What follows belongs to an exercise in optimizing a design on an open flow for small area, a short achievable clock period and few clock cycles; a production flow would make more cautious choices. The RTL was checked by simulation tests, not by an equivalence proof against the original design. Power is estimated from default activity; no workload was simulated.

### flow/flow/run.sh
#!/bin/bash
set -euo pipefail
export BUFFER_PORTS_ARGS="-buffer_cell sky130_fd_sc_hd__buf_1"
export CTS_ARGS="-sink_clustering_enable -repair_clock_nets -dont_use_dummy_load -buf_list sky130_fd_sc_hd__clkbuf_8 -root_buf sky130_fd_sc_hd__clkbuf_8"
if ! bash standard.sh finish > make_finish.log 2>&1; then
  tail -50 make_finish.log
  exit 1
fi
### flow/standard.sh
#!/bin/bash
# synth_recipe.tcl (not shown) runs the flow's synth.tcl, then flattens the netlist and writes it again
# the make line also repeats each setting of config.mk as NAME=value (left out here)
make -C /OpenROAD-flow-scripts/flow DESIGN_CONFIG=/design/flow/config.mk WORK_HOME=/design/flow/orfs CLKGATE_MAP_FILE= SYNTH_SCRIPT=/design/flow/synth_recipe.tcl "${@:-finish}"
### flow/config.mk
export PLATFORM = sky130hd
export DESIGN_NAME = axiToAhbBridge
export DESIGN_NICKNAME = axiToAhbBridge
export VERILOG_FILES = /design/flow/design.v
export SDC_FILE = /design/flow/constraint.sdc
export NUM_CORES = 4
export LEC_CHECK = 0
export CAP_MARGIN = 20
export CORE_MARGIN = 2
export CORE_UTILIZATION = 55
export PLACE_DENSITY = 0.7
export SETUP_SLACK_MARGIN = 2.72
export SLEW_MARGIN = 20
export SYNTH_HIERARCHICAL = 1
export SYNTH_MINIMUM_KEEP_SIZE = 0
### flow/constraint.sdc
create_clock -name core_clock -period 5.5 [get_ports {ACLK}]
set_input_delay 1.1000 -clock core_clock [delete_from_list [all_inputs] [get_ports {ACLK}]]
set_output_delay 1.1000 -clock core_clock [all_outputs]
set_load 0.01 [all_outputs]
### flow/design.v
`default_nettype none
package axiAhbPkg;
    localparam int AddrWidth    = 32;
    localparam int DataWidth    = 32;
    localparam int IdWidth      = 4;
    localparam int MaxBeats     = 16;
    localparam int BeatIdxWidth = 4;
    typedef enum logic [1:0]
    {
        OKAY   = 2'd0,
        SLVERR = 2'd2
    } axiResp_e;
    typedef enum logic [1:0]
    {
        IDLE   = 2'd0,
        NONSEQ = 2'd2
    } ahbTrans_e;
    typedef enum logic [2:0]
    {
        BYTE = 3'd0,
        HALF = 3'd1,
        WORD = 3'd2
    } axiSize_e;
    typedef struct packed
    {
        logic [IdWidth-1:0]      id;
        logic [AddrWidth-1:0]    addr;
        logic [BeatIdxWidth-1:0] len;
        axiSize_e                size;
    } burstReq_t;
    typedef struct packed
    {
        logic [DataWidth-1:0] data;
        logic                 err;
    } readBeat_t;
endpackage
`default_nettype wire
`timescale 1ns/1ps
`default_nettype none
module bridgeNand2 (
    input  wire  a,
    input  wire  b,
    output logic y
);
    assign y = !(a && b);
endmodule
module bridgeNand3 (
    input  wire  a,
    input  wire  b,
    input  wire  c,
    output logic y
);
    assign y = !(a && b && c);
endmodule
module bridgeNor2 (
    input  wire  a,
    input  wire  b,
    output logic y
);
    assign y = !(a || b);
endmodule
module bridgeAnd2 (
    input  wire  a,
    input  wire  b,
    output logic y
);
    assign y = a && b;
endmodule
module bridgeAo21 (
    input  wire  a,
    input  wire  b0,
    input  wire  b1,
    output logic y
);
    assign y = a || (b0 && b1);
endmodule
module bridgeAo2 (
    input  wire  a0,
    input  wire  a1,
    input  wire  b0,
    input  wire  b1,
    input  wire  b2,
    output logic y
);
    logic na;
    logic nb;
    bridgeNand2 uNa (.a(a0), .b(a1), .y(na));
    bridgeNand3 uNb (.a(b0), .b(b1), .c(b2), .y(nb));
    bridgeNand2 uY  (.a(na), .b(nb), .y(y));
endmodule
module bridgeSel3 #(
    parameter int Width = 1
) (
    input  wire  [Width-1:0] d0,
    input  wire  [Width-1:0] d1,
    input  wire  [Width-1:0] d2,
    input  wire              s0,
    input  wire              s1,
    input  wire              s2,
    output logic [Width-1:0] y
);
    for (genvar i = 0; i < Width; i++)
    begin : gBit
        logic n0;
        logic n1;
        logic n2;
        bridgeNand2 uN0 (.a(s0), .b(d0[i]), .y(n0));
        bridgeNand2 uN1 (.a(s1), .b(d1[i]), .y(n1));
        bridgeNand2 uN2 (.a(s2), .b(d2[i]), .y(n2));
        bridgeNand3 uY  (.a(n0), .b(n1), .c(n2), .y(y[i]));
    end
endmodule
module bridgeSel2 #(
    parameter int Width = 1
) (
    input  wire  [Width-1:0] d0,
    input  wire  [Width-1:0] d1,
    input  wire              s0,
    input  wire              s1,
    output logic [Width-1:0] y
);
    for (genvar i = 0; i < Width; i++)
    begin : gBit
        logic n0;
        logic n1;
        bridgeNand2 uN0 (.a(s0), .b(d0[i]), .y(n0));
        bridgeNand2 uN1 (.a(s1), .b(d1[i]), .y(n1));
        bridgeNand2 uY  (.a(n0), .b(n1), .y(y[i]));
    end
endmodule
`default_nettype wire
`timescale 1ns/1ps
`default_nettype none
module axiToAhbBridge (
    input  wire         ACLK,
    input  wire         rst,
    input  wire         awValid,
    output logic        awReady,
    input  wire  [3:0]  awId,
    input  wire  [31:0] awAddr,
    input  wire  [3:0]  awLen,
    input  wire  [2:0]  awSize,
    input  wire         wValid,
    output logic        wReady,
    input  wire  [31:0] wData,
    input  wire         wLast,
    output logic        bValid,
    input  wire         bReady,
    output logic [3:0]  bId,
    output logic [1:0]  bResp,
    input  wire         arValid,
    output logic        arReady,
    input  wire  [3:0]  arId,
    input  wire  [31:0] arAddr,
    input  wire  [3:0]  arLen,
    input  wire  [2:0]  arSize,
    output logic        rValid,
    input  wire         rReady,
    output logic [3:0]  rId,
    output logic [31:0] rData,
    output logic [1:0]  rResp,
    output logic        rLast,
    output logic [31:0] hAddr,
    output logic        hWrite,
    output logic [2:0]  hSize,
    output logic [1:0]  hTrans,
    output logic [31:0] hWData,
    input  wire  [31:0] hRData,
    input  wire         hReady,
    input  wire         hResp
);
    logic [31:0] addr;       
    logic [3:0]  cnt;        
    logic [1:0]  size;
    logic [3:0]  id;
    logic        wr;         
    logic        err;        
    logic [31:0] data;       
    logic        idle;       
    logic        idleN;      
    logic        ap;         
    logic        dp;         
    logic        rp;         
    logic        rSel;       
    logic        rSelN;      
    logic        wDpL;       
    logic        wIss;       
    logic        rIss;       
    logic        rDp;
    logic        rRp;
    logic        wRp;
    logic        ldW;
    logic        ldR;
    logic        issue;
    logic        accept;
    logic        respValid;
    logic        respReady;
    logic        apN;
    logic        dpN;
    logic        rpN;
    logic        wrN;
    assign rDp = dp && !wr;
    assign rRp = rp && !wr;
    assign wRp = rp && wr;
    assign awReady = idle;
    bridgeNor2 uArReady (.a(idleN), .b(awValid), .y(arReady));
    assign ldW     = awValid && idle;
    assign ldR     = arValid && idle && !awValid;
    assign issue  = (wIss && wValid) || (rIss && hReady && rReady);
    assign accept = issue && hReady;
    logic hTransNs;
    bridgeAo2 uHTrans (.a0(wIss), .a1(wValid), .b0(rIss), .b1(hReady), .b2(rReady), .y(hTransNs));
    assign hTrans = {hTransNs, 1'b0};
    assign hAddr  = addr;
    assign hWrite = wr;
    assign hSize  = {1'b0, size};
    assign hWData = data;
    logic wrTake;
    assign wrTake = wIss && hReady;
    bridgeAnd2 uWReady (.a(wIss), .b(hReady), .y(wReady));
    logic bVal;
    assign bVal = wRp || (wDpL && hReady);
    bridgeAo21 uBValid (.a(wRp), .b0(wDpL), .b1(hReady), .y(bValid));
    assign bId    = id;
    assign bResp  = {err || (dp && hResp), 1'b0};
    logic rVal;
    assign rVal = rRp || (rDp && hReady);
    bridgeAo21 uRValid (.a(rRp), .b0(rDp), .b1(hReady), .y(rValid));
    assign rId    = id;
    bridgeSel2 #(.Width(32)) uSelRData (.d0(data), .d1(hRData), .s0(rSel), .s1(rSelN), .y(rData));
    logic rErr;
    bridgeSel2 #(.Width(1)) uSelRResp (.d0(err), .d1(hResp), .s0(rSel), .s1(rSelN), .y(rErr));
    assign rResp  = {rErr, 1'b0};
    assign rLast  = !ap;
    logic [11:0] incAddr;
    logic [2:0]  incLow;
    assign incLow  = {1'b0, addr[1:0]} + {1'b0, size == 2'd1, size == 2'd0};
    assign incAddr = {addr[11:2] + {9'd0, incLow[2] || (size == 2'd2)}, incLow[1:0]};
    assign respValid = bVal || rVal;
    assign respReady = wr ? bReady : rReady;
    assign wrN = idle ? ldW : wr;
    assign apN = ldW || ldR || (ap && !(accept && (cnt == 4'd0)));
    assign dpN = accept || (dp && !hReady);
    assign rpN = respValid && !respReady;
    always_ff @(posedge ACLK)
    begin
        if (rst)
        begin
            idle <= 1'b1;
            idleN <= 1'b0;
            ap   <= 1'b0;
            dp   <= 1'b0;
            rp   <= 1'b0;
            rSel <= 1'b0;
            rSelN <= 1'b1;
            wDpL <= 1'b0;
            wIss <= 1'b0;
            rIss <= 1'b0;
        end
        else
        begin
            idle <= !(apN || dpN || rpN);
            idleN <= apN || dpN || rpN;
            ap   <= apN;
            dp   <= dpN;
            rp   <= rpN;
            rSel <= rpN || wrN;
            rSelN <= !(rpN || wrN);
            wDpL <= dpN && wrN && !apN;
            wIss <= apN && wrN;
            rIss <= apN && !wrN;
        end
    end
    logic [31:0] nData;
    bridgeSel2 #(.Width(32)) uSelData (.d0(wData), .d1(rData), .s0(wrTake), .s1(!wrTake), .y(nData));
    always_ff @(posedge ACLK)
    begin
        data <= nData;
    end
    logic        selW;
    logic        selR;
    logic        selH;
    logic [31:0] nAddr;
    logic [1:0]  nSize;
    logic [3:0]  nCnt;
    logic [3:0]  nId;
    assign selW = idle && awValid;
    assign selR = idle && !awValid;
    assign selH = !idle;
    bridgeSel3 #(.Width(32)) uSelAddr (.d0(awAddr), .d1(arAddr), .d2(addr), .s0(selW), .s1(selR), .s2(selH), .y(nAddr));
    bridgeSel3 #(.Width(2)) uSelSize (.d0(awSize[1:0]), .d1(arSize[1:0]), .d2(size), .s0(selW), .s1(selR), .s2(selH), .y(nSize));
    bridgeSel3 #(.Width(4)) uSelCnt (.d0(awLen), .d1(arLen), .d2(cnt), .s0(selW), .s1(selR), .s2(selH), .y(nCnt));
    bridgeSel3 #(.Width(4)) uSelId (.d0(awId), .d1(arId), .d2(id), .s0(selW), .s1(selR), .s2(selH), .y(nId));
    always_ff @(posedge ACLK)
    begin
        addr[31:12] <= nAddr[31:12];
        addr[11:0]  <= accept ? incAddr : nAddr[11:0];
        cnt         <= accept ? cnt - 4'd1 : nCnt;
        size        <= nSize;
        id          <= nId;
        wr <= wrN;
        err <= !idle && (wr ? bResp[1] : rResp[1]);
    end
endmodule
`default_nettype wire
==> impl_metrics.env, run 1 <==
export IMPL_outcome="no timing/DRC/antenna violations"
export IMPL_antenna_found_initial=5
export IMPL_clk_pin_slew_ns=0.07
export IMPL_grt_pass1_vias=4069
export IMPL_crit_type="input pin to primary output"
export IMPL_grt_ovfl_total=0
export IMPL_num_rows=30
export IMPL_min_path_cells=2
export IMPL_cts_root_buffer="clkbuf_8"
export IMPL_layout_drive_gt1_share=0.0355
export IMPL_cp_required_ns=4.40
export IMPL_cpPeakStageDelay_ns=0.20
export IMPL_die_h_um=88.8
export IMPL_slew_violations=0
export IMPL_cp_arrival_ns=1.64
export IMPL_clock_path_buffers=2
export IMPL_path_cells="buf_2 -> a21o_1 -> buf_1"
export IMPL_crit_cells=3
export IMPL_io_pins=280
export IMPL_synth_most_common_cell="nand2_1"
export IMPL_path_delay_family="buffers and inverters"
export IMPL_post_route_period_util=0.498
export IMPL_ant_nets=0
export IMPL_power_density_nw_per_um2=414
export IMPL_remaining_drc_errors=0
export IMPL_p_leak_nw=2.42
export IMPL_rr_startpoint="idle"
export IMPL_r2r_end="addr[5]"
export IMPL_synthTopCellsByArea="dfxtp_1, nand2_1, nand3_1, buf_4, xnor2_1"
export IMPL_place_gp_congestion=0.936
export IMPL_routed_wl_mm=13.0
export IMPL_reg2regPathDepth=8
export IMPL_cts_max_level=3
export IMPL_yosysWarnings=7
export IMPL_hold_path_class="flip-flop to flip-flop"
export IMPL_start_kind="input pin"
export IMPL_synth_edff_count=0
export IMPL_synth_seq_cells=86
export IMPL_clock_latency_ns=0.34
export IMPL_area_growth_pct=30.8
export IMPL_drt_iter0_markers=213
export IMPL_hold_end="addr[31]"
export IMPL_worst_path_max_fanout=9
export IMPL_min_from="addr[31]"
export IMPL_hold_viol=0
export IMPL_core_area_sq_um=6870
export IMPL_cts_sinks=86
export IMPL_final_nets=1014
export IMPL_grt_pass1_wl_mm=18.9
export IMPL_fin_hold_ws_ns=0.467
export IMPL_synth_ff_type="dfxtp_1"
export IMPL_yosysTopAreaCell="dfxtp_1"
export IMPL_seq_area_frac_synth=0.436
export IMPL_slowest_stage="buf_2"
export IMPL_tns_ns=0
export IMPL_die_x_um=88.8
export IMPL_vias_per_cell=4.92
export IMPL_netlist_area_sq_um=3950
export IMPL_cts_buffers=9
export IMPL_slew_headroom=0.378
export IMPL_r2r_slack_ns=3.27
export IMPL_async_reset_ff_frac=0
export IMPL_cts_tree="built"
export IMPL_worst_pin_slew_ns=0.932
export IMPL_netlist_cell_type_count=35
export IMPL_peakVddDrop_mv=0.268
export IMPL_avgRoutedWirePerCell_um=13.8
export IMPL_synth_common_cells="nand2_1, dfxtp_1, nand3_1"
export IMPL_grt_total_usage=0.316
export IMPL_portBuffers=272
export IMPL_setup_viol=0
export IMPL_postSynthCellCount=571
export IMPL_drv_cap=0
export IMPL_synth_top_cell_area_share=0.436
export IMPL_crit_buf_inv=2
export IMPL_period_needed_ns=2.74
export IMPL_grt_max_degree=46
export IMPL_rsz0062_at_grt="no"
export IMPL_final_util=0.752
export IMPL_dp_hpwl_mm=9.95
export IMPL_fin_skew_ns=0.0196
export IMPL_firstDrtPassIters=5
export IMPL_start_util=0.575
export IMPL_avgSynthCellArea_sq_um=6.92
export IMPL_critPathCaptureType="primary output"
export IMPL_dieArea_sq_um=7880
export IMPL_fmax_ghz=0.365
export IMPL_via_count=4648
per-stage QoR:
step	total power [mW]	area, sq um	setup WS (ns)	instances
floorplan	1.49	3970	3.03	574
global placement	1.78	5040	2.61	933
detailed placement	1.81	5040	2.59	933
CTS	2.14	5160	2.77	942
global route	2.30	5160	2.73	942
finish	2.14	5170	2.76	944
kinds of logic (layout without fill, tap and decap cells):
| kind of cell | Yosys count | in the layout | synth area share |
|---|---|---|---|
| buffers and inverters | 25 | 297 | 0.0370 |
| and+or+nand+nor | 409 | 409 | 0.412 |
| adders and majority gates | 6 | 6 | 0.0209 |
| muxes | 7 | 7 | 0.0199 |
| xor gates and xnor gates | 10 | 10 | 0.0222 |
| DFF | 86 | 86 | 0.436 |
| AOI/OAI and AO/OA | 27 | 27 | 0.0510 |
| other | 1 | 6 | 0.000949 |
flip-flops by register name (all words and copies together) (netlist names), 2 cells and up:
name and flops:
addr 32, cnt 4, data 32, id 4, size 2
worst min-delay path, stage by stage, from the launching register on:
cell	delay [ns]
dfxtp_1	0.33
nand2_1	0.05
nand3_1	0.07
modules after synthesis, one instance, submodules excluded, excerpt:
module,cells,area [sq um],flip-flops and latches,copies in the design
axiToAhbBridge,201,2500,86,1
bridgeAnd2,1,6.26,0,1
bridgeAo21,1,7.51,0,2
bridgeNand2,1,3.75,0,323
bridgeNand3,1,5.00,0,43
bridgeNor2,1,3.75,0,1
report_power, final:
group | internal [mW] | switching, mW
registers | 0.814 | 0.172
logic | 0.307 | 0.510
clock network | 0.147 | 0.189
total | 1.27 | 0.871
how the worst max path moves through the flow:
| stage | startpoint | end |
|---|---|---|
| 2_1_floorplan | hReady | data[0] |
| 3_3_place_gp | hReady | hTrans[1] |
| 3_5_place_dp | hReady | wReady |
| 4_1_cts | hReady | rValid |
| 5_1_grt | hReady | hTrans[1] |
| 6_report | hReady | rValid |
metal layers:
layer	vias to the layer above	global-route usage	share of wire
li1	2352	-	-
met1	2042	0.341	0.37
met2	213	0.543	0.48
met3	35	0.133	0.11
met4	6	0.134	0.033
met5	-	0	0.0031
area by class of cell:
type                       instances  area [sq um]
tap                               96           120
sequential                        86          1720
antenna                            2          5.00
inverter                          12          45.0
fill                             606          1700
multi-input combinational        463          2100
clock buffer                       9           124
timing repair buffer             276          1050
layout by cell type (no fill, tap or decap), types with 2 or more instances in the layout:
cell type  count
nand2_1      338
buf_1        271
dfxtp_1       84
nand3_1       46
o21ai_0       12
inv_1         12
nor2_1        12
xnor2_1        9
clkbuf_8       9
ha_1           5
a21o_1         4
mux2_2         4
conb_1         4
buf_4          4
nor3_1         3
and2_1         3
diode_2        2
o21ai_2        2
mux2i_1        2
dfxtp_2        2
what timing repair did:
item | CTS | global route
endpoints found under the setup margin | 37 | 0
gates resized for setup | 3 | 0
setup buffers | 0 | 0
hold buffers | 0 | 0
Testbench counts, summed over its fixed seeds: cycles 20,074.
==> inputs of run 2 (changes only) <==
--- a/flow/config.mk
+++ b/flow/config.mk
@@ -10,5 +10,5 @@
 export CORE_UTILIZATION = 55
 export PLACE_DENSITY = 0.7
-export SETUP_SLACK_MARGIN = 2.72
+export SETUP_SLACK_MARGIN = 2.82
 export SLEW_MARGIN = 20
 export SYNTH_HIERARCHICAL = 1
==> impl_metrics.env, run 2 <==
export IMPL_start_util=0.575
export IMPL_yosysWarnings=7
export IMPL_num_rows=30
export IMPL_routed_wl_mm=13.0
export IMPL_netlist_cell_type_count=35
export IMPL_hold_viol=0
export IMPL_clock_latency_ns=0.34
export IMPL_synth_top_cell_area_share=0.436
export IMPL_p_leak_nw=2.43
export IMPL_synth_compound_area_frac=0.0510
export IMPL_firstDrtPassIters=5
export IMPL_fin_skew_ns=0.0220
export IMPL_min_path_cells=2
export IMPL_cts_sinks=86
export IMPL_avgRoutedWirePerCell_um=13.8
export IMPL_rsz0062_at_grt="yes"
export IMPL_critPathCaptureType="primary output"
export IMPL_fin_hold_ws_ns=0.469
export IMPL_r2r_end="addr[10]"
export IMPL_avgSynthCellArea_sq_um=6.92
export IMPL_cts_resized=4
export IMPL_antenna_found_initial=5
export IMPL_reg2regPathDepth=10
export IMPL_postSynthCellCount=571
export IMPL_yosys_mux_area_fraction=0.0199
export IMPL_rr_startpoint="size[1]"
export IMPL_grt_pass1_vias=4069
export IMPL_cp_required_ns=4.40
export IMPL_slew_headroom=0.366
export IMPL_cp_arrival_ns=1.56
export IMPL_layout_drive_gt1_share=0.0390
export IMPL_core_area_sq_um=6870
export IMPL_cts_buffers=9
export IMPL_area_growth_pct=31.1
export IMPL_hold_path_class="flip-flop to flip-flop"
export IMPL_synth_seq_cells=86
export IMPL_tns_ns=0
export IMPL_yosysTopAreaCell="dfxtp_1"
export IMPL_ant_nets=0
export IMPL_die_h_um=88.8
export IMPL_synth_top_family_by_area="simple AND/OR/NAND/NOR gates"
export IMPL_drv_cap=0
export IMPL_hold_end="addr[24]"
export IMPL_fillers=607
export IMPL_via_count=4653
export IMPL_power_density_nw_per_um2=413
export IMPL_synth_common_cells="nand2_1, dfxtp_1, nand3_1"
export IMPL_cts_tree="built"
export IMPL_start_kind="input pin"
export IMPL_dieArea_sq_um=7880
export IMPL_async_reset_ff_frac=0
export IMPL_grt_total_usage=0.316
export IMPL_period_needed_ns=2.66
export IMPL_remaining_drc_errors=0
export IMPL_portBuffers=272
export IMPL_final_nets=1014
export IMPL_top_regs="addr x32, data x32"
export IMPL_peakVddDrop_mv=0.270
export IMPL_synth_adder_area_share=0.0209
export IMPL_min_from="addr[24]"
export IMPL_fmax_ghz=0.376
export IMPL_grt_pass1_wl_mm=18.9
export IMPL_die_x_um=88.8
export IMPL_final_common_cell="nand2_1"
export IMPL_worst_pin_slew_ns=0.949
export IMPL_cts_max_level=3
export IMPL_synthXorXnorAreaFrac=0.0222
export IMPL_cts_root_buffer="clkbuf_8"
export IMPL_post_route_period_util=0.483
export IMPL_grt_ovfl_total=0
export IMPL_layout_common_cells="nand2_1, buf_1, dfxtp_1, nand3_1"
export IMPL_dp_hpwl_mm=9.95
export IMPL_vias_per_cell=4.93
export IMPL_synthTopCellsByArea="dfxtp_1, nand2_1, nand3_1, buf_4, xnor2_1"
export IMPL_synth_edff_count=0
export IMPL_outcome="no timing/DRC/antenna violations"
export IMPL_place_gp_congestion=0.936
export IMPL_grt_max_degree=46
export IMPL_seq_area_frac_synth=0.436
export IMPL_clk_pin_slew_ns=0.08
export IMPL_drt_iter0_markers=197
export IMPL_r2r_slack_ns=3.29
export IMPL_clock_path_buffers=2
export IMPL_synth_most_common_cell="nand2_1"
export IMPL_setup_viol=0
export IMPL_cts_hold_buffers=0
export IMPL_netlist_area_sq_um=3950
export IMPL_synth_ff_type="dfxtp_1"
export IMPL_yosys_area_share_simple=0.412
export IMPL_io_pins=280
export IMPL_postCtsSetupBuffers=0
export IMPL_crit_type="input pin to primary output"
export IMPL_slew_violations=0
export IMPL_worst_path_max_fanout=9
run 2: cell counts after synthesis:
Identical to the previous run, type by type.
run 2: worst max-delay path: stages:
cell and delay, ns:
buf_4 0.15, a21o_1 0.17, clkbuf_2 0.14
run 2: per-layer routing:
layer | GRT usage | routed length (um)
met1 | 0.341 | 4860
met2 | 0.543 | 6270
met3 | 0.133 | 1400
met4 | 0.134 | 421
met5 | 0 | 40
run 2: kinds of logic (layout without fill, tap and decap cells):
group / Yosys count / count (layout)
multiplexers: 7 / 7
adder cells (fa/ha/maj): 6 / 6
AO/OA/AOI/OAI: 27 / 27
AND/OR/NAND/NOR: 409 / 409
XOR/XNOR: 10 / 10
other: 1 / 6
buffers and inverters: 25 / 297
flip-flops: 86 / 86
run 2: metrics by stage:
step	instances	setup WS (ns)	total power, mW	area [sq um]	util
after CTS	942	2.84	2.14	5170	0.752
final	944	2.84	2.14	5180	0.754
after global routing	942	2.80	2.30	5170	0.753
after detailed placement	933	2.59	1.81	5040	0.733
after global placement	933	2.61	1.78	5040	0.733
after floorplan	574	3.03	1.49	3970	-
run 2: layout make-up:
| type | count | area, sq um | area share |
|---|---|---|---|
| multi-input cells | 463 | 2100 | 0.405 |
| repair buffers | 276 | 1060 | 0.204 |
| flip-flops and latches | 86 | 1730 | 0.334 |
| clock buffers | 9 | 124 | 0.0239 |
| well taps | 96 | 120 | 0.0232 |
| diodes | 2 | 5.00 | 0.000966 |
| inverters | 12 | 45.0 | 0.00870 |
run 2: how the worst max path moves through the flow:
stage	startpoint	endpoint
5_1_grt	hReady	hTrans[1]
6_report	hReady	rValid
4_1_cts	hReady	rValid
2_1_floorplan	hReady	data[0]
3_5_place_dp	hReady	wReady
3_3_place_gp	hReady	hTrans[1]
run 2: Yosys stat by module (local to each module, per instance), a selection:
module / times used / cell area, sq um / cells inside
bridgeNor2: 1 / 3.75 / 1
bridgeAnd2: 1 / 6.26 / 1
bridgeAo21: 2 / 7.51 / 1
axiToAhbBridge: 1 / 2500 / 201
bridgeNand3: 43 / 5.00 / 1
bridgeNand2: 323 / 3.75 / 1
run 2: report_power, final:
group          switching [mW]  internal [mW]  leakage, nW
Clock                   0.189          0.147       0.0647
Combinational           0.510          0.308         1.64
Sequential              0.173          0.815        0.723

separate check: timing with driven ports:
No port has a modelled driver above. Below, the same layouts with a new extraction and two added sets of constraints.
Step 1 (the two cells are an assumption about what drives the block):
set clk [get_ports {ACLK}]
set_driving_cell -lib_cell sky130_fd_sc_hd__clkbuf_16 $clk
set_driving_cell -lib_cell sky130_fd_sc_hd__buf_2 [delete_from_list [all_inputs] $clk]
Step 2 times the ports against the registers' clock, not the clock port: input delays grow and output delays shrink by t, the midpoint of the rising clock arrivals with the driver on.
Slacks: ideal ports / drivers / drivers and shift; pairs: ideal ports / drivers.
run | shift t [ns] | setup slack, ns | worst hold slack (ns)
run 1 | 0.361 | 2.764 / 2.736 / 2.736 | 0.467 / 0.467 / 0.467
run 2 | 0.362 | 2.843 / 2.816 / 2.783 | 0.469 / 0.469 / 0.469
After both steps every run listed still meets setup and hold. For run 2, which loses most, drivers alone change the setup slack by -0.027 ns; drivers and shift together by -0.060 ns.
